This is an optimization exercise on Yosys and OpenROAD, whose aim is small area, a short achievable clock period and few clock cycles per item, not a production implementation. Function was not checked in any run shown here: the RTL went through the layout flow alone. Power is estimated from default activity; no workload was simulated.

**flow/config.mk**
```make
export PLATFORM = sky130hd
export DESIGN_NAME = nearest_palette_color_unit
export DESIGN_NICKNAME = nearest_palette_color_unit
export VERILOG_FILES = /design/flow/design.v
export SDC_FILE = /design/flow/constraint.sdc
export NUM_CORES = 4
export LEC_CHECK = 0
export ABC_AREA = 1
export CAP_MARGIN = 20
export CORE_MARGIN = 2
export CORE_UTILIZATION = 40
export SETUP_SLACK_MARGIN = 2.7
export SLEW_MARGIN = 20
```
**flow/constraint.sdc**
```tcl
create_clock -name core_clock -period 5.5 [get_ports {clk_i}]
set_input_delay 1.1000 -clock core_clock [delete_from_list [all_inputs] [get_ports {clk_i}]]
set_output_delay 1.1000 -clock core_clock [all_outputs]
set_load 0.01 [all_outputs]
```
**flow/design.v**
```verilog
package npc_pkg;
  localparam int unsigned NumColors = 22;
endpackage
module nearest_palette_color_unit #(
  parameter int unsigned PALETTE_SIZE = 22
) (
  input  logic        clk_i,
  input  logic        rst_ni,
  input  logic        cfg_we_i,
  input  logic [21:0] cfg_wdata_i,
  input  logic        pixel_valid_i,
  output logic        pixel_ready_o,
  input  logic [31:0] pixel_word_i,
  output logic        result_valid_o,
  input  logic        result_ready_i,
  output logic [4:0]  color_index_o,
  output logic        none_enabled_o
);
  function automatic logic [1:0] cmp_join(input logic [1:0] hi, input logic [1:0] lo);
    cmp_join = {hi[1] | (hi[0] & lo[1]), hi[1] | (hi[0] & lo[0])};
  endfunction
  function automatic logic ge_key(input logic [11:0] x, input logic [11:0] y);
    logic [23:0] p;
    logic [23:0] q;
    q = '0;
    for (int k = 0; k < 12; k++) p[2*k +: 2] = {x[k] & ~y[k], x[k] | ~y[k]};
    q[0 +: 2] = cmp_join(p[2 +: 2], p[0 +: 2]);
    q[2 +: 2] = cmp_join(p[6 +: 2], p[4 +: 2]);
    q[4 +: 2] = cmp_join(p[10 +: 2], p[8 +: 2]);
    q[6 +: 2] = cmp_join(p[14 +: 2], p[12 +: 2]);
    q[8 +: 2] = cmp_join(p[18 +: 2], p[16 +: 2]);
    q[10 +: 2] = cmp_join(p[22 +: 2], p[20 +: 2]);
    p[0 +: 2] = cmp_join(q[2 +: 2], q[0 +: 2]);
    p[2 +: 2] = cmp_join(q[6 +: 2], q[4 +: 2]);
    p[4 +: 2] = cmp_join(q[10 +: 2], q[8 +: 2]);
    q[0 +: 2] = cmp_join(p[2 +: 2], p[0 +: 2]);
    q[2 +: 2] = p[4 +: 2];
    p[0 +: 2] = cmp_join(q[2 +: 2], q[0 +: 2]);
    ge_key = p[0];
  endfunction
  logic [21:0] enable_mask_q;
  always_ff @(posedge clk_i or negedge rst_ni) begin
    if (!rst_ni) enable_mask_q <= 22'h3fffff;
    else if (cfg_we_i) enable_mask_q <= cfg_wdata_i;
  end
  logic ready_q;
  logic take_px;
  assign pixel_ready_o = ready_q;
  assign take_px = pixel_valid_i & ready_q;
  logic [23:0] px_q;
  logic [21:0] en_q;
  logic        vin_q;
  logic [30:0] lt_q;
  always_ff @(posedge clk_i) begin
    lt_q[0] <= pixel_word_i[7:0] < 8'd187;
    lt_q[1] <= pixel_word_i[7:0] < 8'd102;
    lt_q[2] <= pixel_word_i[15:8] < 8'd102;
    lt_q[3] <= pixel_word_i[23:16] < 8'd102;
    lt_q[4] <= pixel_word_i[23:16] < 8'd128;
    lt_q[5] <= pixel_word_i[15:8] < 8'd128;
    lt_q[6] <= pixel_word_i[7:0] < 8'd191;
    lt_q[7] <= pixel_word_i[7:0] < 8'd146;
    lt_q[8] <= pixel_word_i[15:8] < 8'd211;
    lt_q[9] <= pixel_word_i[23:16] < 8'd202;
    lt_q[10] <= pixel_word_i[7:0] < 8'd34;
    lt_q[11] <= pixel_word_i[15:8] < 8'd139;
    lt_q[12] <= pixel_word_i[23:16] < 8'd34;
    lt_q[13] <= pixel_word_i[7:0] < 8'd64;
    lt_q[14] <= pixel_word_i[15:8] < 8'd224;
    lt_q[15] <= pixel_word_i[23:16] < 8'd208;
    lt_q[16] <= pixel_word_i[7:0] < 8'd128;
    lt_q[17] <= pixel_word_i[7:0] < 8'd186;
    lt_q[18] <= pixel_word_i[15:8] < 8'd184;
    lt_q[19] <= pixel_word_i[23:16] < 8'd108;
    lt_q[20] <= pixel_word_i[7:0] < 8'd135;
    lt_q[21] <= pixel_word_i[15:8] < 8'd206;
    lt_q[22] <= pixel_word_i[23:16] < 8'd235;
    lt_q[23] <= pixel_word_i[7:0] < 8'd143;
    lt_q[24] <= pixel_word_i[15:8] < 8'd21;
    lt_q[25] <= pixel_word_i[7:0] < 8'd144;
    lt_q[26] <= pixel_word_i[15:8] < 8'd238;
    lt_q[27] <= pixel_word_i[23:16] < 8'd144;
    lt_q[28] <= pixel_word_i[7:0] < 8'd165;
    lt_q[29] <= pixel_word_i[15:8] < 8'd42;
    lt_q[30] <= pixel_word_i[23:16] < 8'd42;
  end
  always_ff @(posedge clk_i) begin
    px_q <= pixel_word_i[23:0];
    en_q <= enable_mask_q;
  end
  always_ff @(posedge clk_i or negedge rst_ni) begin
    if (!rst_ni) vin_q <= 1'b0;
    else vin_q <= take_px;
  end
  logic [7:0] px_r, px_g, px_b;
  assign px_r = px_q[7:0];
  assign px_g = px_q[15:8];
  assign px_b = px_q[23:16];
  logic [7:0] mn_r_187;
  assign mn_r_187 = lt_q[0] ? px_r[7:0] : 8'd187;
  logic [6:0] mn_r_102;
  assign mn_r_102 = lt_q[1] ? px_r[6:0] : 7'd102;
  logic [6:0] mn_g_102;
  assign mn_g_102 = lt_q[2] ? px_g[6:0] : 7'd102;
  logic [6:0] mn_b_102;
  assign mn_b_102 = lt_q[3] ? px_b[6:0] : 7'd102;
  logic [7:0] mn_b_128;
  assign mn_b_128 = lt_q[4] ? px_b[7:0] : 8'd128;
  logic [7:0] mn_g_128;
  assign mn_g_128 = lt_q[5] ? px_g[7:0] : 8'd128;
  logic [7:0] mn_r_191;
  assign mn_r_191 = lt_q[6] ? px_r[7:0] : 8'd191;
  logic [7:0] mn_r_146;
  assign mn_r_146 = lt_q[7] ? px_r[7:0] : 8'd146;
  logic [7:0] mn_g_211;
  assign mn_g_211 = lt_q[8] ? px_g[7:0] : 8'd211;
  logic [7:0] mn_b_202;
  assign mn_b_202 = lt_q[9] ? px_b[7:0] : 8'd202;
  logic [5:0] mn_r_34;
  assign mn_r_34 = lt_q[10] ? px_r[5:0] : 6'd34;
  logic [7:0] mn_g_139;
  assign mn_g_139 = lt_q[11] ? px_g[7:0] : 8'd139;
  logic [5:0] mn_b_34;
  assign mn_b_34 = lt_q[12] ? px_b[5:0] : 6'd34;
  logic [6:0] mn_r_64;
  assign mn_r_64 = lt_q[13] ? px_r[6:0] : 7'd64;
  logic [7:0] mn_g_224;
  assign mn_g_224 = lt_q[14] ? px_g[7:0] : 8'd224;
  logic [7:0] mn_b_208;
  assign mn_b_208 = lt_q[15] ? px_b[7:0] : 8'd208;
  logic [7:0] mn_r_128;
  assign mn_r_128 = lt_q[16] ? px_r[7:0] : 8'd128;
  logic [7:0] mn_r_186;
  assign mn_r_186 = lt_q[17] ? px_r[7:0] : 8'd186;
  logic [7:0] mn_g_184;
  assign mn_g_184 = lt_q[18] ? px_g[7:0] : 8'd184;
  logic [6:0] mn_b_108;
  assign mn_b_108 = lt_q[19] ? px_b[6:0] : 7'd108;
  logic [7:0] mn_r_135;
  assign mn_r_135 = lt_q[20] ? px_r[7:0] : 8'd135;
  logic [7:0] mn_g_206;
  assign mn_g_206 = lt_q[21] ? px_g[7:0] : 8'd206;
  logic [7:0] mn_b_235;
  assign mn_b_235 = lt_q[22] ? px_b[7:0] : 8'd235;
  logic [7:0] mn_r_143;
  assign mn_r_143 = lt_q[23] ? px_r[7:0] : 8'd143;
  logic [4:0] mn_g_21;
  assign mn_g_21 = lt_q[24] ? px_g[4:0] : 5'd21;
  logic [7:0] mn_r_144;
  assign mn_r_144 = lt_q[25] ? px_r[7:0] : 8'd144;
  logic [7:0] mn_g_238;
  assign mn_g_238 = lt_q[26] ? px_g[7:0] : 8'd238;
  logic [7:0] mn_b_144;
  assign mn_b_144 = lt_q[27] ? px_b[7:0] : 8'd144;
  logic [7:0] mn_r_165;
  assign mn_r_165 = lt_q[28] ? px_r[7:0] : 8'd165;
  logic [5:0] mn_g_42;
  assign mn_g_42 = lt_q[29] ? px_g[5:0] : 6'd42;
  logic [5:0] mn_b_42;
  assign mn_b_42 = lt_q[30] ? px_b[5:0] : 6'd42;
  logic [9:0] m1;
  assign m1 = 10'(px_r) + 10'(px_g) + 10'(px_b);
  logic [7:0] m2;
  assign m2 = 8'(px_r);
  logic [7:0] m3;
  assign m3 = 8'(px_g);
  logic [7:0] m4;
  assign m4 = 8'(px_b);
  logic [7:0] m5;
  assign m5 = 8'(mn_r_187);
  logic [8:0] m6;
  assign m6 = 9'(mn_r_102) + 9'(mn_g_102) + 9'(mn_b_102);
  logic [7:0] m7;
  assign m7 = 8'(mn_b_128);
  logic [8:0] m8;
  assign m8 = 9'(mn_g_128) + 9'(mn_b_128);
  logic [8:0] m9;
  assign m9 = 9'(mn_r_191) + 9'(px_g);
  logic [8:0] m10;
  assign m10 = 9'(px_g) + 9'(px_b);
  logic [9:0] m11;
  assign m11 = 10'(mn_r_146) + 10'(mn_g_211) + 10'(mn_b_202);
  logic [7:0] m12;
  assign m12 = 8'(mn_r_34) + 8'(mn_g_139) + 8'(mn_b_34);
  logic [8:0] m13;
  assign m13 = 9'(mn_r_64) + 9'(mn_g_224) + 9'(mn_b_208);
  logic [7:0] m14;
  assign m14 = 8'(mn_r_128);
  logic [8:0] m15;
  assign m15 = 9'(mn_r_128) + 9'(mn_b_128);
  logic [8:0] m16;
  assign m16 = 9'(mn_r_186) + 9'(mn_g_184) + 9'(mn_b_108);
  logic [9:0] m17;
  assign m17 = 10'(mn_r_135) + 10'(mn_g_206) + 10'(mn_b_235);
  logic [7:0] m18;
  assign m18 = 8'(mn_r_143) + 8'(mn_g_21);
  logic [9:0] m19;
  assign m19 = 10'(mn_r_144) + 10'(mn_g_238) + 10'(mn_b_144);
  logic [7:0] m20;
  assign m20 = 8'(mn_r_165) + 8'(mn_g_42) + 8'(mn_b_42);
  logic [8:0] m21;
  assign m21 = 9'(px_r) + 9'(px_g);
  logic [0:0] r0_0_key;
  logic [10:0] r0_1_key;
  logic [8:0] r0_2_key;
  logic [8:0] r0_3_key;
  logic [8:0] r0_4_key;
  logic [8:0] r0_5_key;
  logic [9:0] r0_6_key;
  logic [8:0] r0_7_key;
  logic [9:0] r0_8_key;
  logic [9:0] r0_9_key;
  logic [9:0] r0_10_key;
  logic [10:0] r0_11_key;
  logic [8:0] r0_12_key;
  logic [9:0] r0_13_key;
  logic [8:0] r0_14_key;
  logic [9:0] r0_15_key;
  logic [9:0] r0_16_key;
  logic [10:0] r0_17_key;
  logic [8:0] r0_18_key;
  logic [10:0] r0_19_key;
  logic [8:0] r0_20_key;
  logic [9:0] r0_21_key;
  logic vs0_q;
  always_ff @(posedge clk_i) begin
    r0_0_key <= en_q[0];
    r0_1_key <= {en_q[1], m1};
    r0_2_key <= {en_q[2], m2};
    r0_3_key <= {en_q[3], m3};
    r0_4_key <= {en_q[4], m4};
    r0_5_key <= {en_q[5], m5};
    r0_6_key <= {en_q[6], m6};
    r0_7_key <= {en_q[7], m7};
    r0_8_key <= {en_q[8], m8};
    r0_9_key <= {en_q[9], m9};
    r0_10_key <= {en_q[10], m10};
    r0_11_key <= {en_q[11], m11};
    r0_12_key <= {en_q[12], m12};
    r0_13_key <= {en_q[13], m13};
    r0_14_key <= {en_q[14], m14};
    r0_15_key <= {en_q[15], m15};
    r0_16_key <= {en_q[16], m16};
    r0_17_key <= {en_q[17], m17};
    r0_18_key <= {en_q[18], m18};
    r0_19_key <= {en_q[19], m19};
    r0_20_key <= {en_q[20], m20};
    r0_21_key <= {en_q[21], m21};
  end
  always_ff @(posedge clk_i or negedge rst_ni) begin
    if (!rst_ni) vs0_q <= 1'b0;
    else vs0_q <= vin_q;
  end
  logic [11:0] k0;
  assign k0 = {r0_0_key, 10'd383, 1'b1};
  logic [11:0] k1;
  assign k1 = {r0_1_key[10], 10'(r0_1_key[9:0]) + 10'd1, 1'b0};
  logic [11:0] k2;
  assign k2 = {r0_2_key[8], 10'(r0_2_key[7:0]) + 10'd256, 1'b0};
  logic [11:0] k3;
  assign k3 = {r0_3_key[8], 10'(r0_3_key[7:0]) + 10'd256, 1'b0};
  logic [11:0] k4;
  assign k4 = {r0_4_key[8], 10'(r0_4_key[7:0]) + 10'd256, 1'b0};
  logic [11:0] k5;
  assign k5 = {r0_5_key[8], 10'(r0_5_key[7:0]) + 10'd290, 1'b0};
  logic [11:0] k6;
  assign k6 = {r0_6_key[9], 10'(r0_6_key[8:0]) + 10'd230, 1'b1};
  logic [11:0] k7;
  assign k7 = {r0_7_key[8], 10'(r0_7_key[7:0]) + 10'd319, 1'b1};
  logic [11:0] k8;
  assign k8 = {r0_8_key[9], 10'(r0_8_key[8:0]) + 10'd255, 1'b1};
  logic [11:0] k9;
  assign k9 = {r0_9_key[9], 10'(r0_9_key[8:0]) + 10'd160, 1'b1};
  logic [11:0] k10;
  assign k10 = {r0_10_key[9], 10'(r0_10_key[8:0]) + 10'd128, 1'b1};
  logic [11:0] k11;
  assign k11 = {r0_11_key[10], 10'(r0_11_key[9:0]) + 10'd104, 1'b0};
  logic [11:0] k12;
  assign k12 = {r0_12_key[8], 10'(r0_12_key[7:0]) + 10'd280, 1'b0};
  logic [11:0] k13;
  assign k13 = {r0_13_key[9], 10'(r0_13_key[8:0]) + 10'd135, 1'b1};
  logic [11:0] k14;
  assign k14 = {r0_14_key[8], 10'(r0_14_key[7:0]) + 10'd319, 1'b1};
  logic [11:0] k15;
  assign k15 = {r0_15_key[9], 10'(r0_15_key[8:0]) + 10'd255, 1'b1};
  logic [11:0] k16;
  assign k16 = {r0_16_key[9], 10'(r0_16_key[8:0]) + 10'd144, 1'b1};
  logic [11:0] k17;
  assign k17 = {r0_17_key[10], 10'(r0_17_key[9:0]) + 10'd95, 1'b1};
  logic [11:0] k18;
  assign k18 = {r0_18_key[8], 10'(r0_18_key[7:0]) + 10'd301, 1'b1};
  logic [11:0] k19;
  assign k19 = {r0_19_key[10], 10'(r0_19_key[9:0]) + 10'd120, 1'b1};
  logic [11:0] k20;
  assign k20 = {r0_20_key[8], 10'(r0_20_key[7:0]) + 10'd259, 1'b0};
  logic [11:0] k21;
  assign k21 = {r0_21_key[9], 10'(r0_21_key[8:0]) + 10'd128, 1'b1};
  logic [11:0] t1_0_key;
  logic [0:0] t1_0_idx;
  logic t1_0_ge01;
  assign t1_0_ge01 = ge_key(k0, k1);
  logic t1_0_w0;
  assign t1_0_w0 = t1_0_ge01;
  logic t1_0_w1;
  assign t1_0_w1 = !t1_0_ge01;
  assign t1_0_key = t1_0_w0 ? k0 : k1;
  assign t1_0_idx = 1'(t1_0_w0 ? 1'd0 : 1'd1);
  logic [11:0] t1_1_key;
  logic [0:0] t1_1_idx;
  logic t1_1_ge01;
  assign t1_1_ge01 = ge_key(k2, k3);
  logic t1_1_w0;
  assign t1_1_w0 = t1_1_ge01;
  logic t1_1_w1;
  assign t1_1_w1 = !t1_1_ge01;
  assign t1_1_key = t1_1_w0 ? k2 : k3;
  assign t1_1_idx = 1'(t1_1_w0 ? 1'd0 : 1'd1);
  logic [11:0] t1_2_key;
  logic [0:0] t1_2_idx;
  logic t1_2_ge01;
  assign t1_2_ge01 = ge_key(k4, k5);
  logic t1_2_w0;
  assign t1_2_w0 = t1_2_ge01;
  logic t1_2_w1;
  assign t1_2_w1 = !t1_2_ge01;
  assign t1_2_key = t1_2_w0 ? k4 : k5;
  assign t1_2_idx = 1'(t1_2_w0 ? 1'd0 : 1'd1);
  logic [11:0] t1_3_key;
  logic [0:0] t1_3_idx;
  logic t1_3_ge01;
  assign t1_3_ge01 = ge_key(k6, k7);
  logic t1_3_w0;
  assign t1_3_w0 = t1_3_ge01;
  logic t1_3_w1;
  assign t1_3_w1 = !t1_3_ge01;
  assign t1_3_key = t1_3_w0 ? k6 : k7;
  assign t1_3_idx = 1'(t1_3_w0 ? 1'd0 : 1'd1);
  logic [11:0] t1_4_key;
  logic [0:0] t1_4_idx;
  logic t1_4_ge01;
  assign t1_4_ge01 = ge_key(k8, k9);
  logic t1_4_w0;
  assign t1_4_w0 = t1_4_ge01;
  logic t1_4_w1;
  assign t1_4_w1 = !t1_4_ge01;
  assign t1_4_key = t1_4_w0 ? k8 : k9;
  assign t1_4_idx = 1'(t1_4_w0 ? 1'd0 : 1'd1);
  logic [11:0] t1_5_key;
  logic [0:0] t1_5_idx;
  logic t1_5_ge01;
  assign t1_5_ge01 = ge_key(k10, k11);
  logic t1_5_w0;
  assign t1_5_w0 = t1_5_ge01;
  logic t1_5_w1;
  assign t1_5_w1 = !t1_5_ge01;
  assign t1_5_key = t1_5_w0 ? k10 : k11;
  assign t1_5_idx = 1'(t1_5_w0 ? 1'd0 : 1'd1);
  logic [11:0] t1_6_key;
  logic [0:0] t1_6_idx;
  logic t1_6_ge01;
  assign t1_6_ge01 = ge_key(k12, k13);
  logic t1_6_w0;
  assign t1_6_w0 = t1_6_ge01;
  logic t1_6_w1;
  assign t1_6_w1 = !t1_6_ge01;
  assign t1_6_key = t1_6_w0 ? k12 : k13;
  assign t1_6_idx = 1'(t1_6_w0 ? 1'd0 : 1'd1);
  logic [11:0] t1_7_key;
  logic [0:0] t1_7_idx;
  logic t1_7_ge01;
  assign t1_7_ge01 = ge_key(k14, k15);
  logic t1_7_w0;
  assign t1_7_w0 = t1_7_ge01;
  logic t1_7_w1;
  assign t1_7_w1 = !t1_7_ge01;
  assign t1_7_key = t1_7_w0 ? k14 : k15;
  assign t1_7_idx = 1'(t1_7_w0 ? 1'd0 : 1'd1);
  logic [11:0] t1_8_key;
  logic [0:0] t1_8_idx;
  logic t1_8_ge01;
  assign t1_8_ge01 = ge_key(k16, k17);
  logic t1_8_w0;
  assign t1_8_w0 = t1_8_ge01;
  logic t1_8_w1;
  assign t1_8_w1 = !t1_8_ge01;
  assign t1_8_key = t1_8_w0 ? k16 : k17;
  assign t1_8_idx = 1'(t1_8_w0 ? 1'd0 : 1'd1);
  logic [11:0] t1_9_key;
  logic [0:0] t1_9_idx;
  logic t1_9_ge01;
  assign t1_9_ge01 = ge_key(k18, k19);
  logic t1_9_w0;
  assign t1_9_w0 = t1_9_ge01;
  logic t1_9_w1;
  assign t1_9_w1 = !t1_9_ge01;
  assign t1_9_key = t1_9_w0 ? k18 : k19;
  assign t1_9_idx = 1'(t1_9_w0 ? 1'd0 : 1'd1);
  logic [11:0] t1_10_key;
  logic [0:0] t1_10_idx;
  logic t1_10_ge01;
  assign t1_10_ge01 = ge_key(k20, k21);
  logic t1_10_w0;
  assign t1_10_w0 = t1_10_ge01;
  logic t1_10_w1;
  assign t1_10_w1 = !t1_10_ge01;
  assign t1_10_key = t1_10_w0 ? k20 : k21;
  assign t1_10_idx = 1'(t1_10_w0 ? 1'd0 : 1'd1);
  logic [11:0] r1_0_key;
  logic [0:0] r1_0_idx;
  logic [11:0] r1_1_key;
  logic [0:0] r1_1_idx;
  logic [11:0] r1_2_key;
  logic [0:0] r1_2_idx;
  logic [11:0] r1_3_key;
  logic [0:0] r1_3_idx;
  logic [11:0] r1_4_key;
  logic [0:0] r1_4_idx;
  logic [11:0] r1_5_key;
  logic [0:0] r1_5_idx;
  logic [11:0] r1_6_key;
  logic [0:0] r1_6_idx;
  logic [11:0] r1_7_key;
  logic [0:0] r1_7_idx;
  logic [11:0] r1_8_key;
  logic [0:0] r1_8_idx;
  logic [11:0] r1_9_key;
  logic [0:0] r1_9_idx;
  logic [11:0] r1_10_key;
  logic [0:0] r1_10_idx;
  logic vs1_q;
  always_ff @(posedge clk_i) begin
    r1_0_key <= t1_0_key;
    r1_0_idx <= t1_0_idx;
    r1_1_key <= t1_1_key;
    r1_1_idx <= t1_1_idx;
    r1_2_key <= t1_2_key;
    r1_2_idx <= t1_2_idx;
    r1_3_key <= t1_3_key;
    r1_3_idx <= t1_3_idx;
    r1_4_key <= t1_4_key;
    r1_4_idx <= t1_4_idx;
    r1_5_key <= t1_5_key;
    r1_5_idx <= t1_5_idx;
    r1_6_key <= t1_6_key;
    r1_6_idx <= t1_6_idx;
    r1_7_key <= t1_7_key;
    r1_7_idx <= t1_7_idx;
    r1_8_key <= t1_8_key;
    r1_8_idx <= t1_8_idx;
    r1_9_key <= t1_9_key;
    r1_9_idx <= t1_9_idx;
    r1_10_key <= t1_10_key;
    r1_10_idx <= t1_10_idx;
  end
  always_ff @(posedge clk_i or negedge rst_ni) begin
    if (!rst_ni) vs1_q <= 1'b0;
    else vs1_q <= vs0_q;
  end
  logic [11:0] t2_0_key;
  logic [1:0] t2_0_idx;
  logic t2_0_ge01;
  assign t2_0_ge01 = ge_key(r1_0_key, r1_1_key);
  logic t2_0_w0;
  assign t2_0_w0 = t2_0_ge01;
  logic t2_0_w1;
  assign t2_0_w1 = !t2_0_ge01;
  assign t2_0_key = t2_0_w0 ? r1_0_key : r1_1_key;
  assign t2_0_idx = 2'(t2_0_w0 ? {1'd0, r1_0_idx} : {1'd1, r1_1_idx});
  logic [11:0] t2_1_key;
  logic [1:0] t2_1_idx;
  logic t2_1_ge01;
  assign t2_1_ge01 = ge_key(r1_2_key, r1_3_key);
  logic t2_1_w0;
  assign t2_1_w0 = t2_1_ge01;
  logic t2_1_w1;
  assign t2_1_w1 = !t2_1_ge01;
  assign t2_1_key = t2_1_w0 ? r1_2_key : r1_3_key;
  assign t2_1_idx = 2'(t2_1_w0 ? {1'd0, r1_2_idx} : {1'd1, r1_3_idx});
  logic [11:0] t2_2_key;
  logic [1:0] t2_2_idx;
  logic t2_2_ge01;
  assign t2_2_ge01 = ge_key(r1_4_key, r1_5_key);
  logic t2_2_w0;
  assign t2_2_w0 = t2_2_ge01;
  logic t2_2_w1;
  assign t2_2_w1 = !t2_2_ge01;
  assign t2_2_key = t2_2_w0 ? r1_4_key : r1_5_key;
  assign t2_2_idx = 2'(t2_2_w0 ? {1'd0, r1_4_idx} : {1'd1, r1_5_idx});
  logic [11:0] t2_3_key;
  logic [1:0] t2_3_idx;
  logic t2_3_ge01;
  assign t2_3_ge01 = ge_key(r1_6_key, r1_7_key);
  logic t2_3_w0;
  assign t2_3_w0 = t2_3_ge01;
  logic t2_3_w1;
  assign t2_3_w1 = !t2_3_ge01;
  assign t2_3_key = t2_3_w0 ? r1_6_key : r1_7_key;
  assign t2_3_idx = 2'(t2_3_w0 ? {1'd0, r1_6_idx} : {1'd1, r1_7_idx});
  logic [11:0] t2_4_key;
  logic [1:0] t2_4_idx;
  logic t2_4_ge01;
  assign t2_4_ge01 = ge_key(r1_8_key, r1_9_key);
  logic t2_4_w0;
  assign t2_4_w0 = t2_4_ge01;
  logic t2_4_w1;
  assign t2_4_w1 = !t2_4_ge01;
  assign t2_4_key = t2_4_w0 ? r1_8_key : r1_9_key;
  assign t2_4_idx = 2'(t2_4_w0 ? {1'd0, r1_8_idx} : {1'd1, r1_9_idx});
  logic [11:0] t2_5_key;
  logic [1:0] t2_5_idx;
  assign t2_5_key = r1_10_key;
  assign t2_5_idx = 2'(r1_10_idx);
  logic [11:0] t3_0_key;
  logic [2:0] t3_0_idx;
  logic t3_0_ge01;
  assign t3_0_ge01 = ge_key(t2_0_key, t2_1_key);
  logic t3_0_w0;
  assign t3_0_w0 = t3_0_ge01;
  logic t3_0_w1;
  assign t3_0_w1 = !t3_0_ge01;
  assign t3_0_key = t3_0_w0 ? t2_0_key : t2_1_key;
  assign t3_0_idx = 3'(t3_0_w0 ? {1'd0, t2_0_idx} : {1'd1, t2_1_idx});
  logic [11:0] t3_1_key;
  logic [2:0] t3_1_idx;
  logic t3_1_ge01;
  assign t3_1_ge01 = ge_key(t2_2_key, t2_3_key);
  logic t3_1_w0;
  assign t3_1_w0 = t3_1_ge01;
  logic t3_1_w1;
  assign t3_1_w1 = !t3_1_ge01;
  assign t3_1_key = t3_1_w0 ? t2_2_key : t2_3_key;
  assign t3_1_idx = 3'(t3_1_w0 ? {1'd0, t2_2_idx} : {1'd1, t2_3_idx});
  logic [11:0] t3_2_key;
  logic [2:0] t3_2_idx;
  logic t3_2_ge01;
  assign t3_2_ge01 = ge_key(t2_4_key, t2_5_key);
  logic t3_2_w0;
  assign t3_2_w0 = t3_2_ge01;
  logic t3_2_w1;
  assign t3_2_w1 = !t3_2_ge01;
  assign t3_2_key = t3_2_w0 ? t2_4_key : t2_5_key;
  assign t3_2_idx = 3'(t3_2_w0 ? {1'd0, t2_4_idx} : {1'd1, t2_5_idx});
  logic [11:0] r3_0_key;
  logic [2:0] r3_0_idx;
  logic [11:0] r3_1_key;
  logic [2:0] r3_1_idx;
  logic [11:0] r3_2_key;
  logic [2:0] r3_2_idx;
  logic vs3_q;
  always_ff @(posedge clk_i) begin
    r3_0_key <= t3_0_key;
    r3_0_idx <= t3_0_idx;
    r3_1_key <= t3_1_key;
    r3_1_idx <= t3_1_idx;
    r3_2_key <= t3_2_key;
    r3_2_idx <= t3_2_idx;
  end
  always_ff @(posedge clk_i or negedge rst_ni) begin
    if (!rst_ni) vs3_q <= 1'b0;
    else vs3_q <= vs1_q;
  end
  logic [11:0] t4_0_key;
  logic [3:0] t4_0_idx;
  logic t4_0_ge01;
  assign t4_0_ge01 = ge_key(r3_0_key, r3_1_key);
  logic t4_0_w0;
  assign t4_0_w0 = t4_0_ge01;
  logic t4_0_w1;
  assign t4_0_w1 = !t4_0_ge01;
  assign t4_0_key = t4_0_w0 ? r3_0_key : r3_1_key;
  assign t4_0_idx = 4'(t4_0_w0 ? {1'd0, r3_0_idx} : {1'd1, r3_1_idx});
  logic [11:0] t4_1_key;
  logic [3:0] t4_1_idx;
  assign t4_1_key = r3_2_key;
  assign t4_1_idx = 4'(r3_2_idx);
  logic [11:0] t5_0_key;
  logic [4:0] t5_0_idx;
  logic t5_0_ge01;
  assign t5_0_ge01 = ge_key(t4_0_key, t4_1_key);
  logic t5_0_w0;
  assign t5_0_w0 = t5_0_ge01;
  logic t5_0_w1;
  assign t5_0_w1 = !t5_0_ge01;
  assign t5_0_key = t5_0_w0 ? t4_0_key : t4_1_key;
  assign t5_0_idx = 5'(t5_0_w0 ? {1'd0, t4_0_idx} : {1'd1, t4_1_idx});
  logic [5:0] res;
  logic      res_v;
  assign res = {!t5_0_key[11], t5_0_key[11] ? 5'(t5_0_idx) : 5'd0};
  assign res_v = vs3_q;
  logic [5:0] q_v;
  logic [5:0] q0_q;
  logic [4:0] q1_q;
  logic [4:0] q2_q;
  logic [4:0] q3_q;
  logic [4:0] q4_q;
  logic [4:0] q5_q;
  logic [4:0] res_code;
  logic [5:0] q1_full;
  assign res_code = res[4:0] | {5{res[5]}};
  assign q1_full = {&q1_q, q1_q & {5{~&q1_q}}};
  logic take_res;
  assign take_res = q_v[0] & result_ready_i;
  assign result_valid_o = q_v[0];
  assign color_index_o = q0_q[4:0];
  assign none_enabled_o = q0_q[5];
  logic [5:0] sh_v;
  logic [5:0] nx_v;
  assign sh_v = take_res ? (q_v >> 1) : q_v;
  assign nx_v = sh_v | (res_v ? ((sh_v + 1'b1) & ~sh_v) : '0);
  always_ff @(posedge clk_i) begin
    q0_q <= sh_v[0] ? (take_res ? q1_full : q0_q) : res;
    q1_q <= sh_v[1] ? (take_res ? q2_q : q1_q) : res_code;
    q2_q <= sh_v[2] ? (take_res ? q3_q : q2_q) : res_code;
    q3_q <= sh_v[3] ? (take_res ? q4_q : q3_q) : res_code;
    q4_q <= sh_v[4] ? (take_res ? q5_q : q4_q) : res_code;
    q5_q <= sh_v[5] ? q5_q : res_code;
  end
  always_ff @(posedge clk_i or negedge rst_ni) begin
    if (!rst_ni) q_v <= '0;
    else q_v <= nx_v;
  end
  logic [2:0] occ_q;
  logic [2:0] occ_nx;
  assign occ_nx = occ_q + 3'(take_px) - 3'(take_res);
  always_ff @(posedge clk_i or negedge rst_ni) begin
    if (!rst_ni) begin
      occ_q   <= '0;
      ready_q <= 1'b0;
    end else begin
      occ_q   <= occ_nx;
      ready_q <= occ_nx < 3'd6;
    end
  end
endmodule
```
**flow/run.sh**
```bash
#!/bin/bash
# synth_recipe.tcl (not shown) runs the flow's synth.tcl, then flattens the netlist and writes it again
# the make line also repeats each setting of config.mk as NAME=value (left out here)
make -C /OpenROAD-flow-scripts/flow DESIGN_CONFIG=/design/flow/config.mk WORK_HOME=/design/flow/orfs CLKGATE_MAP_FILE= SYNTH_SCRIPT=/design/flow/synth_recipe.tcl finish
```
==> results of run 1 <==
==> cell families after synthesis <==
logic type | Yosys count
DFF | 527
buffers and inverters | 715
AOI/OAI and AO/OA | 554
xor gates and xnor gates | 139
and+or+nand+nor | 1495
adders and majority gates | 209
muxes | 22
==> repair_timing <==
| item | 4_1_cts | 5_1_grt |
|---|---|---|
| setup buffers | 23 | 59 |
| cloned | 3 | 11 |
| setup endpoints to repair | 142 | 158 |
| endpoints found under the hold margin | 0 | 0 |
| gates resized for setup | 94 | 235 |
| pin swaps | 6 | 65 |
==> routing by layer <==
| layer | vias to the layer above | track usage, % | part of all wire [%] |
|---|---|---|---|
| met3 | 111 | 2.90 | 4.9 |
| met4 | 0 | 6.24 | 3.0 |
| li1 | 11800 | - | - |
| met1 | 10200 | 27.6 | 47 |
| met2 | 465 | 32.9 | 45 |
| met5 | - | 0 | 0 |
==> placed cells by master, fill, tap and decap left out, types with 22 or more instances in the layout <==
master / n
nand2_1: 954
inv_1: 626
dfxtp_1: 417
nor2_1: 244
o21ai_0: 213
nand3_1: 137
a21oi_1: 134
ha_1: 121
xor2_1: 96
fa_1: 79
buf_4: 75
clkbuf_16: 61
clkdlybuf4s50_1: 56
nand2_2: 47
xnor2_1: 39
o21ai_1: 35
edfxtp_1: 31
dfxtp_2: 30
o21ai_2: 27
or2_2: 24
nand2_4: 24
o22ai_1: 22
mux2_2: 22
dfstp_2: 22
==> worst max-delay path: stages (launching register included) <==
cell	delay [ns]
dfxtp_2	0.34
inv_2	0.04
or2_4	0.26
nand2_4	0.08
nand2_1	0.05
inv_1	0.05
nand2_1	0.05
nand2_2	0.11
nand2_8	0.11
nand2_8	0.11
buf_6	0.11
nand2_4	0.04
o21ai_4	0.08
nor2_4	0.07
a21oi_4	0.18
nand2_1	0.08
inv_2	0.07
nand2_4	0.10
nand2_8	0.12
nand2_8	0.07
nand2_8	0.14
nand2_8	0.08
nand2_1	0.06
nand2_1	0.06
==> Yosys cell counts (19+ instances only) <==
cell type,n
clkbuf_1,38
fa_1,81
ha_1,127
o22ai_1,22
inv_1,644
mux2_2,22
or2_2,25
dfstp_2,22
dfxtp_1,460
nand2_2,20
xnor2_1,41
a21oi_1,148
o21ai_0,265
xor2_1,98
nand3_1,149
nand2_1,997
nor3_1,19
nor2_1,246
edfxtp_1,31
==> cell type report <==
cell class,instances,area (sq um)
Fill cell,6663,35500
Multi-Input combinational cell,2433,14800
Sequential cell,527,11200
Timing Repair Buffer,151,1390
Inverter,651,2480
Clock inverter,33,354
Clock buffer,76,1690
Tap cell,931,1160
==> power breakdown <==
group | internal (W) | switching [W] | total [W] | leakage [nW]
Clock | 0.00244 | 0.00161 | 0.00405 | 1.00
Combinational | 0.00446 | 0.00763 | 0.0121 | 11.1
Sequential | 0.00527 | 0.000775 | 0.00605 | 4.58
==> path summary, 6_finish.rpt <==
path | endpoint | cells after the start | slack, ns
max | q4_q[0] | 23 | 2.78
min | r0_21_key[9] | 0 | 0.32
max reg2reg | q4_q[0] | 23 | 2.78
min reg2reg | r0_21_key[9] | 0 | 0.32
max in group asynchronous | enable_mask_q[13] | 2 | 4.24
min in group asynchronous | enable_mask_q[7] | 1 | 0.75
==> flip-flops by register name (all words and copies together) (netlist names), 11 cells and up <==
signal / cells
r3_0_key: 12
r3_1_key: 12
r1_8_key: 11
r1_9_key: 11
r1_0_key: 12
enable_mask_q: 22
r0_11_key: 11
r1_10_key: 12
r1_6_key: 12
r1_5_key: 12
r0_17_key: 11
r1_3_key: 11
px_q: 24
en_q: 22
r0_1_key: 11
r0_19_key: 11
r1_7_key: 11
r1_4_key: 11
lt_q: 31
r1_2_key: 11
r3_2_key: 12
==> through the flow <==
stage                     power [W]  hold WS [ns]
after detailed placement     0.0153         0.312
after global routing         0.0241         0.332
after global placement       0.0151         0.310
after CTS                    0.0200         0.327
final                        0.0222         0.325
after floorplan              0.0131         0.310
==> results.yml, run 1 <==
placement:
  gpl.final_weighted_congestion: 0.863
  dpl_worst_slack_ns: 1.99
  cell_count_after_placement: 4597
  detailed_place_hpwl_um: 53100
  place_area_sq_um: 29200
  buffer_ports.inserted: 58
route:
  postRouteWirelength_um: 72600
  routed-via-count: 22600
  first_pass_iters: 6
  drt_first_iter_violations: 1432
  final_antenna_net_count: 0
  wl_per_cell_um: 15.1
  post-route-drc-count: 0
  drt-vias-per-instance: 4.70
setup_path:
  end_kind: "flip-flop"
  worstPathMaxFanout: 7
  worstSetupStartpoint: "r3_0_key[7]"
  setup.worst_path.class: "flip-flop to flip-flop"
  worstPathRequired_ns: 5.86
  worst_ep_arrival_time_ns: 3.08
  cp-start-kind: "flip-flop"
  rr_startpoint: "r3_0_key[7]"
synth:
  synth_nets: 3928
  netlist.top_cell.by_area: "dfxtp_1"
  synth-async-reset-ratio_pct: 6.83
  post_synth_and_or_nand_nor_area_fraction_pct: 21.9
  synthesis.area_sq_um: 27700
  postSynthRegisterBits: 527
  post_synth.cell_area_avg_sq_um: 7.58
  syn-instance-count: 3661
  synth.lib_cells_used.distinct: 64
  post_synth_fa_ha_maj_area_fraction_pct: 11.6
  synth_xor_xnor_area_share_pct: 4.39
  yosys_warnings: 1
  synth.mux.area_fraction_pct: 0.893
  ys_seq_area_share_pct: 39.9
  ys_dominant_reg_cell: "dfxtp_1"
  synth_compound_gate_area_share_pct: 11.3
  synth-edff-count: 31
  dominant_combinational_cell_family_by_area_after_synthesis: "simple AND/OR/NAND/NOR gates"
  synthDominantCellAreaShare_pct: 33.2
  synth_area_leaders: "dfxtp_1 (33%), nand2_1 (13%), inv_1 (8.7%), fa_1 (5.8%), ha_1 (5.7%)"
cells_and_area:
  postLayoutCellArea_sq_um: 33100
  num-nets-final: 4089
  instances_no_fill: 4802
  layout.core_utilization_pct: 48.2
  area.growth.synth_to_final_pct: 19.2
  drive_gt1_share_pct: 13.2
  antennaDiodeCount: 0
pwr:
  irDropWorstVdd_mv: 0.556
  power.leakage_nw: 16.7
  power_density_nw_per_um2: 671
clock_tree:
  max-clock-path-buffers: 3
  clock_latency_ns: 0.62
  cts_tree: "done"
  hold_buffers_post_cts: 0
  h-tree-depth: 2
  cts.reportedPaths.clkPinSlew_ns: 0.06
  clock-root-buffer: "clkbuf_16"
  numClockSinks: 527
  numCtsBuffers: 58
global_route:
  antenna_found_initial: 1
  grtUsageTotal_pct: 20.2
  grt_start_max_net_pins: 25
  grt_pass1_wl_um: 112000
  grt_pass1_vias: 21000
  gr-total-overflow: 0
run_status:
  outcome: "timing/DRC/antenna clean"
timing:
  timing_worst_slew_pin_value_ns: 0.898
  timing.final.ws_setup_ns: 2.78
  fmaxAchievable_ghz: 0.368
  setup_repair_after_global_routing_missed_its_margin: "true"
  fin_crit_sh_pct: 49.4
  worst_clock_skew_ns: 0.0160
  finalSetupTns_ns: 0
  max_slew_violation_count: 0
  slew_headroom_pct: 40.1
  timing.final.setup_violations: 0
  time_the_worst_path_needs_with_i_o_delays_and_setup_ns: 2.72
  timing.final.hold_violations: 0
die:
  dieWidth_um: 267
  die_y_um: 267
  floorplan.initialDensity_pct: 40.4
  design.die.area_sq_um: 71500
  core_area_sq_um: 68600
  core.rowCount: 96
  boundaryPins: 67
min_path:
  min-delay-path-class: "flip-flop to flip-flop"
  min-delay-start: "en_q[21]"
flow_run:
  drv.max_cap_violation_count: 0
==> inputs of run 2 (changes only) <==
--- a/flow/config.mk
+++ b/flow/config.mk
@@ -10,4 +10,4 @@
 export CORE_MARGIN = 2
 export CORE_UTILIZATION = 40
-export SETUP_SLACK_MARGIN = 2.7
+export SETUP_SLACK_MARGIN = 2.5
 export SLEW_MARGIN = 20
==> run 2 against run 1 <==
Still clean on timing, DRC and antenna. Fmax is 4.7% lower. Worst setup slack worse by 0.13 ns. Flip-flop and latch count stayed put. Core utilization is 1.7 points lower. Via count is 2.0% lower. Hold slack hardly changed. Clock-buffer cell count stayed put. Clock skew is 0.0032 ns higher. Combinational power is 17% lower. Non-clock buffer count is 49 lower. Total power is 9.0% lower. Final area is 3.5% lower. Largest power group unchanged. Highest routed layer unchanged.
==> results.yml, run 2 <==
synth:
  yosys_warnings: 1
  yosysMostFrequentCell: "nand2_1"
  synthTopCellsByCount: "nand2_1 (997), inv_1 (644), dfxtp_1 (460)"
  synth.lib_cells_used.distinct: 64
  synth.mux.area_fraction_pct: 0.893
  postSynthRegisterBits: 527
  ys_dominant_reg_cell: "dfxtp_1"
  post_synth.cell_area_avg_sq_um: 7.58
  synth-async-reset-ratio_pct: 6.83
  netlist.top_cell.by_area: "dfxtp_1"
  synthesis.area_sq_um: 27700
  synth-edff-count: 31
  synthDominantCellAreaShare_pct: 33.2
  synth_area_leaders: "dfxtp_1 (33%), nand2_1 (13%), inv_1 (8.7%), fa_1 (5.8%), ha_1 (5.7%)"
  synth_compound_gate_area_share_pct: 11.3
  dominant_combinational_cell_family_by_area_after_synthesis: "simple AND/OR/NAND/NOR gates"
  synth_nets: 3928
  post_synth_and_or_nand_nor_area_fraction_pct: 21.9
  post_synth_fa_ha_maj_area_fraction_pct: 11.6
  synth_xor_xnor_area_share_pct: 4.39
  ys_seq_area_share_pct: 39.9
  syn-instance-count: 3661
setup_path:
  worstPathRequired_ns: 5.99
  end_kind: "flip-flop"
  setup.worst_path.class: "flip-flop to flip-flop"
  reg2reg_slack_ns: 2.65
  cp-start-kind: "flip-flop"
  worstPathMaxFanout: 8
  worst_ep_arrival_time_ns: 3.35
clock_tree:
  h-tree-depth: 2
  numClockSinks: 527
  numCtsBuffers: 58
  cts.reportedPaths.clkPinSlew_ns: 0.06
  cts_tree: "done"
  clock-root-buffer: "clkbuf_16"
  max-clock-path-buffers: 3
  clock_latency_ns: 0.62
pwr:
  power.leakage_nw: 16.3
  share_seq_of_total_power_pct: 29.8
  share_comb_of_total_power_pct: 50.2
  power.switching_w: 0.00899
  switching_power_as_a_share_of_total_power_pct: 44.5
  power.share.clock_pct: 20.0
  power_density_nw_per_um2: 633
  irDropWorstVdd_mv: 0.553
  cell_internal_pwr_w: 0.0112
timing:
  timing.final.hold_violations: 0
  fmaxAchievable_ghz: 0.351
  timing.final.ws_setup_ns: 2.65
  time_the_worst_path_needs_with_i_o_delays_and_setup_ns: 2.85
  finalSetupTns_ns: 0
  timing_worst_slew_pin_value_ns: 0.906
  timing.final.setup_violations: 0
  worst_clock_skew_ns: 0.0192
  setup_repair_after_global_routing_missed_its_margin: "true"
  slew_headroom_pct: 39.5
  fin_crit_sh_pct: 51.9
  max_slew_violation_count: 0
global_route:
  grtUsageTotal_pct: 20.0
  antenna_found_initial: 0
  grt_pass1_vias: 20800
  gr-total-overflow: 0
  grt_start_max_net_pins: 26
  grt_pass1_wl_um: 111000
route:
  post-route-drc-count: 0
  postRouteWirelength_um: 70300
  drt-vias-per-instance: 4.67
  final_antenna_net_count: 0
  first_pass_iters: 5
  wl_per_cell_um: 14.8
  drt_first_iter_violations: 1369
  routed-via-count: 22100
cells_and_area:
  area.growth.synth_to_final_pct: 15.1
  final.fill_count: 6763
  largest_register: "lt_q"
  largestRegisters: "lt_q x31, px_q x24"
  largest_register_ffs: 31
  regArea_sq_um: 11100
  layout_commonest_cell: "nand2_1"
  multi_input_area_sq_um: 14200
  final_cell_mix: "nand2_1 (985), inv_1 (635), dfxtp_1 (437)"
  num-nets-final: 4031
  drive_gt1_share_pct: 8.81
  antennaDiodeCount: 0
placement:
  detailed_place_hpwl_um: 53100
  gpl.final_weighted_congestion: 0.863
  dpl_worst_slack_ns: 1.99
  buffer_ports.inserted: 58
die:
  core.rowCount: 96
  design.die.area_sq_um: 71500
  dieWidth_um: 267
  floorplan.initialDensity_pct: 40.4
  core_area_sq_um: 68600
  die_y_um: 267
  boundaryPins: 67
run_status:
  outcome: "timing/DRC/antenna clean"
flow_run:
  drv.max_cap_violation_count: 0
min_path:
  min-delay-path-class: "flip-flop to flip-flop"
## run 2: path summary, 6_finish.rpt
kind / cells after the start / to / from
min in group asynchronous: 1 / enable_mask_q[7] / rst_ni
hold reg to reg: 0 / r0_21_key[9] / en_q[21]
setup reg to reg: 13 / r0_16_key[8] / px_q[2]
max in group asynchronous: 2 / enable_mask_q[13] / rst_ni
setup / recovery: 13 / r0_16_key[8] / px_q[2]
hold / removal: 0 / r0_21_key[9] / en_q[21]
## run 2: final cells by class
type                       instances  area share (%)
multi-input combinational       2423            44.4
sequential                       527            34.8
inverter                         651            7.75
clock inverter                    33            1.11
timing repair inverter             1          0.0235
clock buffer                      76            5.28
tap                              931            3.65
timing repair buffer             102            2.93
## run 2: what timing repair did
item                                    in CTS  in global routing
hold buffers                                 0                  0
pin swaps                                    3                 13
setup buffers                                6                 27
gates resized for setup                     39                 85
endpoints found under the setup margin     109                112
gates cloned                                 0                  5
## run 2: kinds of logic after synthesis
logic type / after synthesis
AO/OA/AOI/OAI: 554
XOR/XNOR: 139
adder cells (fa/ha/maj): 209
buffers and inverters: 715
flip-flops: 527
multiplexers: 22
AND/OR/NAND/NOR: 1495
## run 2: per-stage QoR
| stage | hold WS, ns | total power [W] | cell area (sq um) | instances | utilization, % |
|---|---|---|---|---|---|
| global route | 0.332 | 0.0221 | 31900 | 4744 | 46.5 |
| global placement | 0.310 | 0.0151 | 29200 | 4597 | 42.6 |
| finish | 0.325 | 0.0202 | 31900 | 4744 | 46.5 |
| CTS | 0.327 | 0.0196 | 31400 | 4712 | 45.8 |
| detailed placement | 0.312 | 0.0153 | 29200 | 4597 | 42.6 |
| floorplan | 0.310 | 0.0131 | 27700 | 3661 | - |
## run 2: power by group through the flow
| stage | Sequential, W | Combinational, W | Clock [W] |
|---|---|---|---|
| after floorplan | 0.00579 | 0.00731 | 0 |
| after global placement | 0.00607 | 0.00906 | 0 |
| after detailed placement | 0.00608 | 0.00918 | 0 |
| after CTS | 0.00601 | 0.00941 | 0.00414 |
| after global routing | 0.00614 | 0.0116 | 0.00431 |
| final | 0.00601 | 0.0101 | 0.00404 |
## run 2: routing by layer
metal,share of wire (%),vias to the layer above,global-route usage (%)
li1,-,11700,-
met1,48,9926,27.5
met2,45,424,32.7
met3,4.9,118,2.91
met4,2.8,0,5.88
met5,0,-,0
## run 2: worst max-delay path, cell delays in order (launching register included)
cell     delay (ns)
dfxtp_4        0.46
buf_6          0.20
nand2_1        0.09
fa_1           0.62
inv_1          0.06
ha_1           0.28
nand3_1        0.08
nand2_1        0.08
a21oi_1        0.15
inv_1          0.07
a21oi_2        0.16
o21ai_0        0.11
a21oi_1        0.16
xnor2_1        0.21
==> inputs of run 3 (changes only) <==
--- a/flow/config.mk
+++ b/flow/config.mk
@@ -10,4 +10,4 @@
 export CORE_MARGIN = 2
 export CORE_UTILIZATION = 40
-export SETUP_SLACK_MARGIN = 2.5
+export SETUP_SLACK_MARGIN = 2.6
 export SLEW_MARGIN = 20
==> run 3 against run 2 <==
Largest power group unchanged. Register-to-register slack improved by 0.08 ns. Critical path type unchanged. Flip-flop and latch count unchanged. Die area did not move. Hold slack is essentially flat. Synthesized cell count is the same. Total power up 2.8%. Critical path depth is 3 higher. Via count is 0.40% higher. Critical endpoint is now r1_8_key[5]. Clock skew fell by 0.0060 ns.
==> results.yml, run 3 <==
die:
  floorplan.initialDensity_pct: 40.4
  core.rowCount: 96
  boundaryPins: 67
  die_y_um: 267
  dieWidth_um: 267
  design.die.area_sq_um: 71500
  core_area_sq_um: 68600
timing:
  time_the_worst_path_needs_with_i_o_delays_and_setup_ns: 2.77
  slew_headroom_pct: 39.6
  setup_repair_after_global_routing_missed_its_margin: "true"
  max_slew_violation_count: 0
  timing.final.ws_setup_ns: 2.73
  timing_worst_slew_pin_value_ns: 0.904
  worst_clock_skew_ns: 0.0132
  fmaxAchievable_ghz: 0.361
  fin_crit_sh_pct: 50.4
  timing.final.hold_violations: 0
  timing.final.setup_violations: 0
  finalSetupTns_ns: 0
synth:
  synth-async-reset-ratio_pct: 6.83
  synth_area_leaders: "dfxtp_1 (33%), nand2_1 (13%), inv_1 (8.7%), fa_1 (5.8%), ha_1 (5.7%)"
  ys_seq_area_share_pct: 39.9
  post_synth.cell_area_avg_sq_um: 7.58
  synth.lib_cells_used.distinct: 64
  yosysMostFrequentCell: "nand2_1"
  ys_dominant_reg_cell: "dfxtp_1"
  synthTopCellsByCount: "nand2_1 (997), inv_1 (644), dfxtp_1 (460)"
  syn-instance-count: 3661
  synth-edff-count: 31
  synthDominantCellAreaShare_pct: 33.2
  yosys_warnings: 1
  synth_nets: 3928
  synthesis.area_sq_um: 27700
  postSynthRegisterBits: 527
  netlist.top_cell.by_area: "dfxtp_1"
pwr:
  power_density_nw_per_um2: 645
  p_total_w: 0.0208
  irDropWorstVdd_mv: 0.585
  power.share.clock_pct: 19.5
  power.switching_w: 0.00924
  power.leakage_nw: 16.4
  share_comb_of_total_power_pct: 51.6
  share_seq_of_total_power_pct: 29.0
  switching_power_as_a_share_of_total_power_pct: 44.5
  cell_internal_pwr_w: 0.0115
setup_path:
  worst-r2r-cell-count: 16
  crit_path_end: "r1_8_key[5]"
  end_kind: "flip-flop"
  cp-start-kind: "flip-flop"
  worstPathMaxFanout: 12
  worstSetupStartpoint: "r0_17_key[0]"
  worst_ep_arrival_time_ns: 3.28
  worstPathRequired_ns: 6.01
  critical_path.reg2reg.endpoint: "r1_8_key[5]"
  reg2reg_slack_ns: 2.73
  rr_startpoint: "r0_17_key[0]"
  setup.worst_path.class: "flip-flop to flip-flop"
route:
  postRouteWirelength_um: 70900
  drt_first_iter_violations: 1282
  wl_per_cell_um: 14.9
  routed-via-count: 22200
  first_pass_iters: 6
  post-route-drc-count: 0
  final_antenna_net_count: 0
  drt-vias-per-instance: 4.66
clock_tree:
  clock-root-buffer: "clkbuf_16"
  clock_latency_ns: 0.61
  cts.reportedPaths.clkPinSlew_ns: 0.06
  hold_buffers_post_cts: 0
  numClockSinks: 527
  numCtsBuffers: 58
  h-tree-depth: 2
  cts_tree: "done"
  max-clock-path-buffers: 3
cells_and_area:
  final.fill_count: 6746
  layout_commonest_cell: "nand2_1"
  instances_no_fill: 4766
  multi_input_area_sq_um: 14300
  largestRegisters: "lt_q x31, px_q x24"
  largest_register_ffs: 31
  num-nets-final: 4052
  postLayoutCellArea_sq_um: 32200
  regArea_sq_um: 11100
  largest_register: "lt_q"
  drive_gt1_share_pct: 9.81
  final_cell_mix: "nand2_1 (980), inv_1 (632), dfxtp_1 (433)"
  area.growth.synth_to_final_pct: 16.2
global_route:
  grt_pass1_wl_um: 111000
  antenna_found_initial: 0
  grt_start_max_net_pins: 25
  grt_pass1_vias: 20900
  gr-total-overflow: 0
  grtUsageTotal_pct: 20.1
placement:
  detailed_place_hpwl_um: 53100
  buffer_ports.inserted: 58
  cell_count_after_placement: 4597
  dpl_worst_slack_ns: 1.99
  gpl.final_weighted_congestion: 0.863
  place_area_sq_um: 29200
min_path:
  min-delay-path-class: "flip-flop to flip-flop"
run_status:
  outcome: "timing/DRC/antenna clean"
flow_run:
  drv.max_cap_violation_count: 0
[run 3: stage by stage]
| stage | hold WS [ns] | utilization (%) |
|---|---|---|
| 2_1_floorplan | 0.310 | - |
| 3_3_place_gp | 0.310 | 42.6 |
| 3_5_place_dp | 0.312 | 42.6 |
| 4_1_cts | 0.327 | 46.0 |
| 5_1_grt | 0.332 | 47.0 |
| 6_report | 0.325 | 47.0 |
[run 3: area by class of cell]
class	count	share of cell area [%]
flip-flops and latches	527	34.5
well taps	931	3.61
repair buffers	121	3.48
diodes	1	0.00776
multi-input cells	2426	44.4
clock buffers	76	5.23
clock inverters	33	1.10
inverters	651	7.68
[run 3: power by group through the flow]
stage	Combinational, W	Sequential, W	Clock [W]
global placement	0.00906	0.00607	0
finish	0.0107	0.00602	0.00404
floorplan	0.00731	0.00579	0
global route	0.0122	0.00614	0.00431
CTS	0.00957	0.00601	0.00414
detailed placement	0.00918	0.00608	0
[run 3: metal layers]
metal / global-route usage [%] / vias to the layer above / share of wire [%]
met3: 2.95 / 113 / 4.9
met4: 6.06 / 0 / 3.0
met5: 0 / - / 0
met2: 32.8 / 431 / 44
li1: - / 11700 / -
met1: 27.5 / 9971 / 48
[run 3: what timing repair did]
| action | CTS | global route |
|---|---|---|
| gates cloned | 1 | 6 |
| buffers inserted | 13 | 39 |
| endpoints found under the hold margin | 0 | 0 |
| pin swaps | 4 | 24 |
| gates resized for setup | 59 | 103 |
| setup endpoints to repair | 121 | 122 |
[run 3: how the worst min path moves through the flow]
stage | start | end | slack (ns) | depth (start not counted)
floorplan | en_q[0] | r0_0_key | 0.31 | 0
global placement | en_q[2] | r0_2_key[8] | 0.31 | 0
detailed placement | en_q[9] | r0_9_key[9] | 0.31 | 0
CTS | en_q[9] | r0_9_key[9] | 0.33 | 0
global route | en_q[5] | r0_5_key[8] | 0.33 | 0
finish | en_q[21] | r0_21_key[9] | 0.32 | 0
[run 3: logic make-up after synthesis]
family / synth area share, %
compound gates: 11.3
mux: 0.893
xor+xnor: 4.39
buf+inv: 10.0
fa+ha+maj: 11.6
simple gates: 21.9
flops: 39.9
[run 3: critical path: stages, from the launching register on]
cell and delay, ns:
dfxtp_1 0.34, inv_1 0.09, ha_1 0.19, inv_1 0.05, nor3_1 0.12, inv_1 0.07
or2_2 0.28, nand2_1 0.10, a21oi_1 0.08, xor2_1 0.26, nor2_1 0.09, o21ai_1 0.13
a21oi_1 0.08, a21o_1 0.19, nand2_4 0.14, clkinvlp_4 0.16, o21ai_1 0.28
==> inputs of run 4 (changes only) <==
--- a/flow/config.mk
+++ b/flow/config.mk
@@ -10,4 +10,7 @@
 export CORE_MARGIN = 2
 export CORE_UTILIZATION = 40
+export CTS_BUF_LIST = sky130_fd_sc_hd__clkbuf_16
+export CTS_CLUSTER_DIAMETER = 80
+export CTS_CLUSTER_SIZE = 30
 export SETUP_SLACK_MARGIN = 2.6
 export SLEW_MARGIN = 20
==> run 4 against run 3 <==
Largest power group unchanged. Wire length is 1.5% lower. Flip-flop and latch count is the same. Non-clock buffer count down 2. Sequential share of layout area up 1.2 points.
==> results.yml, run 4 <==
setup_path:
  worst_ep_arrival_time_ns: 3.35
  worstPathCellList: "inv_1, nand2_1, fa_1, ha_1, a21oi_2, o21ai_0, a21oi_1, xnor2_1"
  critical-path-slowest-cell: "dfxtp_1"
  end_kind: "flip-flop"
  setup.worst_path.class: "flip-flop to flip-flop"
  worstPathRequired_ns: 6.00
  worstPathMaxFanout: 11
  cp-start-kind: "flip-flop"
  critPathMaxStageDelay_ns: 0.93
clock_tree:
  numClockSinks: 527
  hold_buffers_post_cts: 0
  h-tree-depth: 1
  clock-root-buffer: "clkbuf_16"
  cts_tree: "done"
  numCtsBuffers: 30
  max-clock-path-buffers: 3
  clock_latency_ns: 0.62
  cts.reportedPaths.clkPinSlew_ns: 0.10
synth:
  ys_dominant_reg_cell: "dfxtp_1"
  synth-edff-count: 31
  postSynthRegisterBits: 527
  yosysMostFrequentCell: "nand2_1"
  synthDominantCellAreaShare_pct: 33.2
  synth.lib_cells_used.distinct: 64
  synth_area_leaders: "dfxtp_1 (33%), nand2_1 (13%), inv_1 (8.7%), fa_1 (5.8%), ha_1 (5.7%)"
  synthesis.area_sq_um: 27700
  synth-async-reset-ratio_pct: 6.83
  ys_seq_area_share_pct: 39.9
  netlist.top_cell.by_area: "dfxtp_1"
  yosys_warnings: 1
  post_synth.cell_area_avg_sq_um: 7.58
  synthTopCellsByCount: "nand2_1 (997), inv_1 (644), dfxtp_1 (460)"
  syn-instance-count: 3661
  synth_nets: 3928
global_route:
  globalRouteMet1Util_pct: 27.6
  antenna_found_initial: 1
  grtUsageTotal_pct: 19.7
  grt_pass1_vias: 20500
  gr-total-overflow: 0
  grt.busiest_layer: "met2"
  met3_track_demand_over_resource_in_global_routing_pct: 1.89
  grt_pass1_wl_um: 110000
  grt_start_max_net_pins: 31
  globalRouteMet2Util_pct: 32.6
die:
  floorplan.initialDensity_pct: 40.4
  boundaryPins: 67
  core_area_sq_um: 68600
  design.die.area_sq_um: 71500
  die_y_um: 267
  core.rowCount: 96
  dieWidth_um: 267
cells_and_area:
  area.growth.synth_to_final_pct: 12.4
  final.fill_count: 6845
  largest_register_ffs: 31
  num-nets-final: 4019
  largest_register: "lt_q"
  antennaDiodeCount: 0
  final_cell_mix: "nand2_1 (980), inv_1 (635), dfxtp_1 (431)"
  layout_commonest_cell: "nand2_1"
  drive_gt1_share_pct: 8.50
  largestRegisters: "lt_q x31, px_q x24"
pwr:
  power.leakage_nw: 15.9
  cell_internal_pwr_w: 0.0101
  power.switching_w: 0.00902
  share_seq_of_total_power_pct: 31.3
  irDropWorstVdd_mv: 0.450
  power.share.clock_pct: 13.5
  power_density_nw_per_um2: 614
  switching_power_as_a_share_of_total_power_pct: 47.1
  share_comb_of_total_power_pct: 55.2
  p_total_w: 0.0191
min_path:
  min-delay-path-class: "flip-flop to flip-flop"
run_status:
  outcome: "timing/DRC/antenna clean"
placement:
  buffer_ports.inserted: 58
  gpl.final_weighted_congestion: 0.863
  detailed_place_hpwl_um: 53100
route:
  final_antenna_net_count: 0
  drt-vias-per-instance: 4.69
  wl_per_cell_um: 14.8
  postRouteWirelength_um: 69900
  first_pass_iters: 5
  post-route-drc-count: 0
  routed-via-count: 22100
  drt_first_iter_violations: 1358
timing:
  worst_clock_skew_ns: 0.0193
  finalSetupTns_ns: 0
  timing_worst_slew_pin_value_ns: 0.915
  fmaxAchievable_ghz: 0.352
  timing.final.hold_violations: 0
  setup_repair_after_global_routing_missed_its_margin: "true"
  slew_headroom_pct: 38.9
  fin_crit_sh_pct: 51.7
  timing.final.setup_violations: 0
  max_slew_violation_count: 0
  time_the_worst_path_needs_with_i_o_delays_and_setup_ns: 2.84
flow_run:
  drv.max_cap_violation_count: 0
==> run 4: cell counts after synthesis <==
Identical to the previous run, type by type.
==> run 4: stage by stage <==
stage | cell area (sq um) | hold slack (ns) | util (%) | setup slack [ns] | std cells
after floorplan | 27700 | 0.310 | - | 2.81 | 3661
after global placement | 29200 | 0.310 | 42.6 | 2.02 | 4597
after detailed placement | 29200 | 0.312 | 42.6 | 1.99 | 4597
after CTS | 30500 | 0.334 | 44.5 | 2.56 | 4666
after global routing | 31200 | 0.332 | 45.5 | 2.56 | 4707
final | 31200 | 0.331 | 45.5 | 2.66 | 4707
==> run 4: power groups by stage <==
stage | Combinational, W | Sequential, W | Clock (W)
global route | 0.0121 | 0.00612 | 0.00282
detailed placement | 0.00918 | 0.00608 | 0
floorplan | 0.00731 | 0.00579 | 0
CTS | 0.00953 | 0.00600 | 0.00266
finish | 0.0106 | 0.00600 | 0.00259
global placement | 0.00906 | 0.00607 | 0
==> run 4: what timing repair did <==
item | CTS | global route
pin swaps | 3 | 19
cloned | 0 | 4
setup endpoints to repair | 121 | 119
gates resized for setup | 63 | 96
setup buffers | 13 | 37
==> run 4: metal layers <==
layer  up-vias  wire (um)
li1      11600          -
met1      9944      33500
met2       407      31100
met3        93       3380
met4         0       1880
met5         -          0
==> run 4: kinds of logic (layout without fill, tap and decap cells) <==
| logic type | Yosys count | count (layout) | synth area share, % |
|---|---|---|---|
| xor gates and xnor gates | 139 | 139 | 4.39 |
| DFF | 527 | 527 | 39.9 |
| AOI/OAI and AO/OA | 554 | 554 | 11.3 |
| muxes | 22 | 22 | 0.893 |
| and+or+nand+nor | 1495 | 1499 | 21.9 |
| adders and majority gates | 209 | 209 | 11.6 |
| buffers and inverters | 715 | 826 | 10.0 |
==> run 4: worst max-delay path, delay by kind of cell (launching register included) <==
kind            cells  cell delay (ns)
xor+xnor            1             0.20
simple gates        1             0.13
fa+ha+maj           2             0.78
flops               1             0.93
buf+inv             1             0.21
compound gates      3             0.47
==> run 4: final cells by class <==
type	instances	area, sq um	share of cell area (%)
clock inverter	25	279	0.895
clock buffer	31	776	2.49
sequential	527	11100	35.7
timing repair buffer	119	1110	3.55
tap	931	1160	3.73
inverter	651	2470	7.94
multi-input combinational	2423	14300	45.7
==> run 4: worst paths after layout <==
path | startpoint | end | slack (ns) | depth (start not counted)
max | px_q[21] | r0_16_key[8] | 2.66 | 8
min | en_q[20] | r0_20_key[8] | 0.33 | 0
max reg2reg | px_q[21] | r0_16_key[8] | 2.66 | 8
min reg2reg | en_q[20] | r0_20_key[8] | 0.33 | 0
max in group asynchronous | rst_ni | enable_mask_q[13] | 4.27 | 2
min in group asynchronous | rst_ni | enable_mask_q[3] | 0.73 | 1
==> inputs of run 5 (changes only) <==
--- a/flow/config.mk
+++ b/flow/config.mk
@@ -12,5 +12,5 @@
 export CTS_BUF_LIST = sky130_fd_sc_hd__clkbuf_16
 export CTS_CLUSTER_DIAMETER = 80
-export CTS_CLUSTER_SIZE = 30
+export CTS_CLUSTER_SIZE = 34
 export SETUP_SLACK_MARGIN = 2.6
 export SLEW_MARGIN = 20
==> run 5 against run 4 <==
Still clean on timing, DRC and antenna. Flip-flop and latch count did not move. Wire length shrank 0.14%. Total power about the same. Register-to-register slack hardly changed. Worst setup slack improved by 0.0017 ns. Die area did not move. Final cell count did not move. Fmax barely moved. Area after synthesis unchanged. Non-clock buffer count stayed put. Core utilization barely moved. Synthesized cell count unchanged. Critical path type unchanged. Critical endpoint unchanged. Highest routed layer unchanged.
==> results.yml, run 5 <==
run_status:
  outcome: "timing/DRC/antenna clean"
die:
  core.rowCount: 96
  design.die.area_sq_um: 71500
  boundaryPins: 67
  floorplan.initialDensity_pct: 40.4
  dieWidth_um: 267
  core_area_sq_um: 68600
  die_y_um: 267
route:
  post-route-drc-count: 0
  final_antenna_net_count: 0
  met2WireLength_um: 31100
  first_pass_iters: 5
  met1Wirelength_um: 33900
  routed-via-count: 22000
  detailroute.wirelength.met3_um: 2840
  route.top_layer_used: "met4"
cells_and_area:
  drive_gt1_share_pct: 8.50
  num-nets-final: 4019
  antennaDiodeCount: 0
  layout.core_utilization_pct: 45.5
  largestRegisters: "lt_q x31, px_q x24"
  layout_commonest_cell: "nand2_1"
  largest_register_ffs: 31
  area.growth.synth_to_final_pct: 12.5
  postLayoutCellArea_sq_um: 31200
  final.fill_count: 6845
synth:
  syn-instance-count: 3661
  ys_dominant_reg_cell: "dfxtp_1"
  synthTopCellsByCount: "nand2_1 (997), inv_1 (644), dfxtp_1 (460)"
  postSynthRegisterBits: 527
  synthesis.area_sq_um: 27700
  synth_nets: 3928
  yosysMostFrequentCell: "nand2_1"
  synthDominantCellAreaShare_pct: 33.2
  synth_area_leaders: "dfxtp_1 (33%), nand2_1 (13%), inv_1 (8.7%), fa_1 (5.8%), ha_1 (5.7%)"
setup_path:
  critical_path.reg2reg.endpoint: "r0_16_key[8]"
  worst-r2r-cell-count: 8
  cp-start-kind: "flip-flop"
  setup.worst_path.class: "flip-flop to flip-flop"
  rr_startpoint: "px_q[21]"
  worstPathMaxFanout: 11
  worst_ep_arrival_time_ns: 3.34
pwr:
  share_comb_of_total_power_pct: 55.1
  power.leakage_nw: 15.9
  cell_internal_pwr_w: 0.0101
  share_seq_of_total_power_pct: 31.3
  switching_power_as_a_share_of_total_power_pct: 47.1
  power_density_nw_per_um2: 614
  p_total_w: 0.0192
  power.switching_w: 0.00903
clock_tree:
  clock_latency_ns: 0.63
  clock-root-buffer: "clkbuf_16"
  cts.reportedPaths.clkPinSlew_ns: 0.10
  numCtsBuffers: 30
  cts_tree: "done"
placement:
  gpl.final_weighted_congestion: 0.863
  buffer_ports.inserted: 58
timing:
  timing_worst_slew_pin_value_ns: 0.925
  worst_clock_skew_ns: 0.0210
  fin_crit_sh_pct: 51.7
  slew_headroom_pct: 38.2
  finalSetupTns_ns: 0
  max_slew_violation_count: 0
  timing.final.setup_violations: 0
  fmaxAchievable_ghz: 0.352
min_path:
  min-delay-start: "en_q[20]"
  hold_end: "r0_20_key[8]"
global_route:
  grt_pass1_wl_um: 110000
  grt_start_max_net_pins: 32
  gr-total-overflow: 0
flow_run:
  drv.max_cap_violation_count: 0
## run 5: stage by stage
stage | setup slack (ns) | hold slack [ns] | std cells
2_1_floorplan | 2.81 | 0.310 | 3661
3_3_place_gp | 2.02 | 0.310 | 4597
6_report | 2.66 | 0.331 | 4707
3_5_place_dp | 1.99 | 0.312 | 4597
4_1_cts | 2.56 | 0.334 | 4666
5_1_grt | 2.56 | 0.332 | 4707
## run 5: cell type report
cell class / count / area (sq um) / share of cell area (%)
clock buffer: 31 / 776 / 2.49
sequential: 527 / 11100 / 35.7
inverter: 651 / 2470 / 7.93
tap: 931 / 1160 / 3.73
clock inverter: 25 / 292 / 0.934
timing repair buffer: 119 / 1110 / 3.55
multi-input combinational: 2423 / 14300 / 45.7
## run 5: layer usage
| metal | vias to the layer above | global-route usage, % |
|---|---|---|
| met3 | 95 | 1.85 |
| met1 | 9924 | 27.5 |
| met2 | 371 | 32.6 |
| met5 | - | 0 |
| met4 | 0 | 5.06 |
| li1 | 11600 | - |
## run 5: power groups by stage
| stage | Combinational, W | Clock (W) | Sequential [W] |
|---|---|---|---|
| after floorplan | 0.00731 | 0 | 0.00579 |
| after global placement | 0.00906 | 0 | 0.00607 |
| after detailed placement | 0.00918 | 0 | 0.00608 |
| after CTS | 0.00952 | 0.00268 | 0.00600 |
| after global routing | 0.0120 | 0.00283 | 0.00612 |
| final | 0.0106 | 0.00261 | 0.00600 |
## run 5: how the worst max path moves through the flow
stage	to	slack [ns]	from	cells past startpoint
after floorplan	r0_17_key[9]	2.81	px_q[9]	12
after global routing	r1_8_key[5]	2.56	r0_17_key[0]	16
after detailed placement	r0_17_key[9]	1.99	px_q[1]	11
after global placement	r0_17_key[9]	2.02	px_q[1]	11
final	r0_16_key[8]	2.66	px_q[21]	8
after CTS	r0_17_key[9]	2.56	px_q[9]	12
## run 5: what timing repair did
item | in CTS | in global routing
pin swaps | 3 | 20
gates cloned | 0 | 4
hold buffers | 0 | 0
setup endpoints to repair | 121 | 119
buffers inserted | 13 | 37
hold endpoints to repair | 0 | 0
gates resized for setup | 63 | 95
## run 5: cells by family (layout without fill, tap and decap cells)
logic type / count (synthesis) / in the layout / synth area share, %
simple gates: 1495 / 1499 / 21.9
buf+inv: 715 / 826 / 10.0
compound gates: 554 / 554 / 11.3
flops: 527 / 527 / 39.9
fa+ha+maj: 209 / 209 / 11.6
xor+xnor: 139 / 139 / 4.39
mux: 22 / 22 / 0.893
## run 5: critical path, cell delays in order, from the launching register on
cell	delay, ns
dfxtp_1	0.93
inv_1	0.21
nand2_1	0.13
fa_1	0.43
ha_1	0.36
a21oi_2	0.09
o21ai_0	0.18
a21oi_1	0.10
xnor2_1	0.30
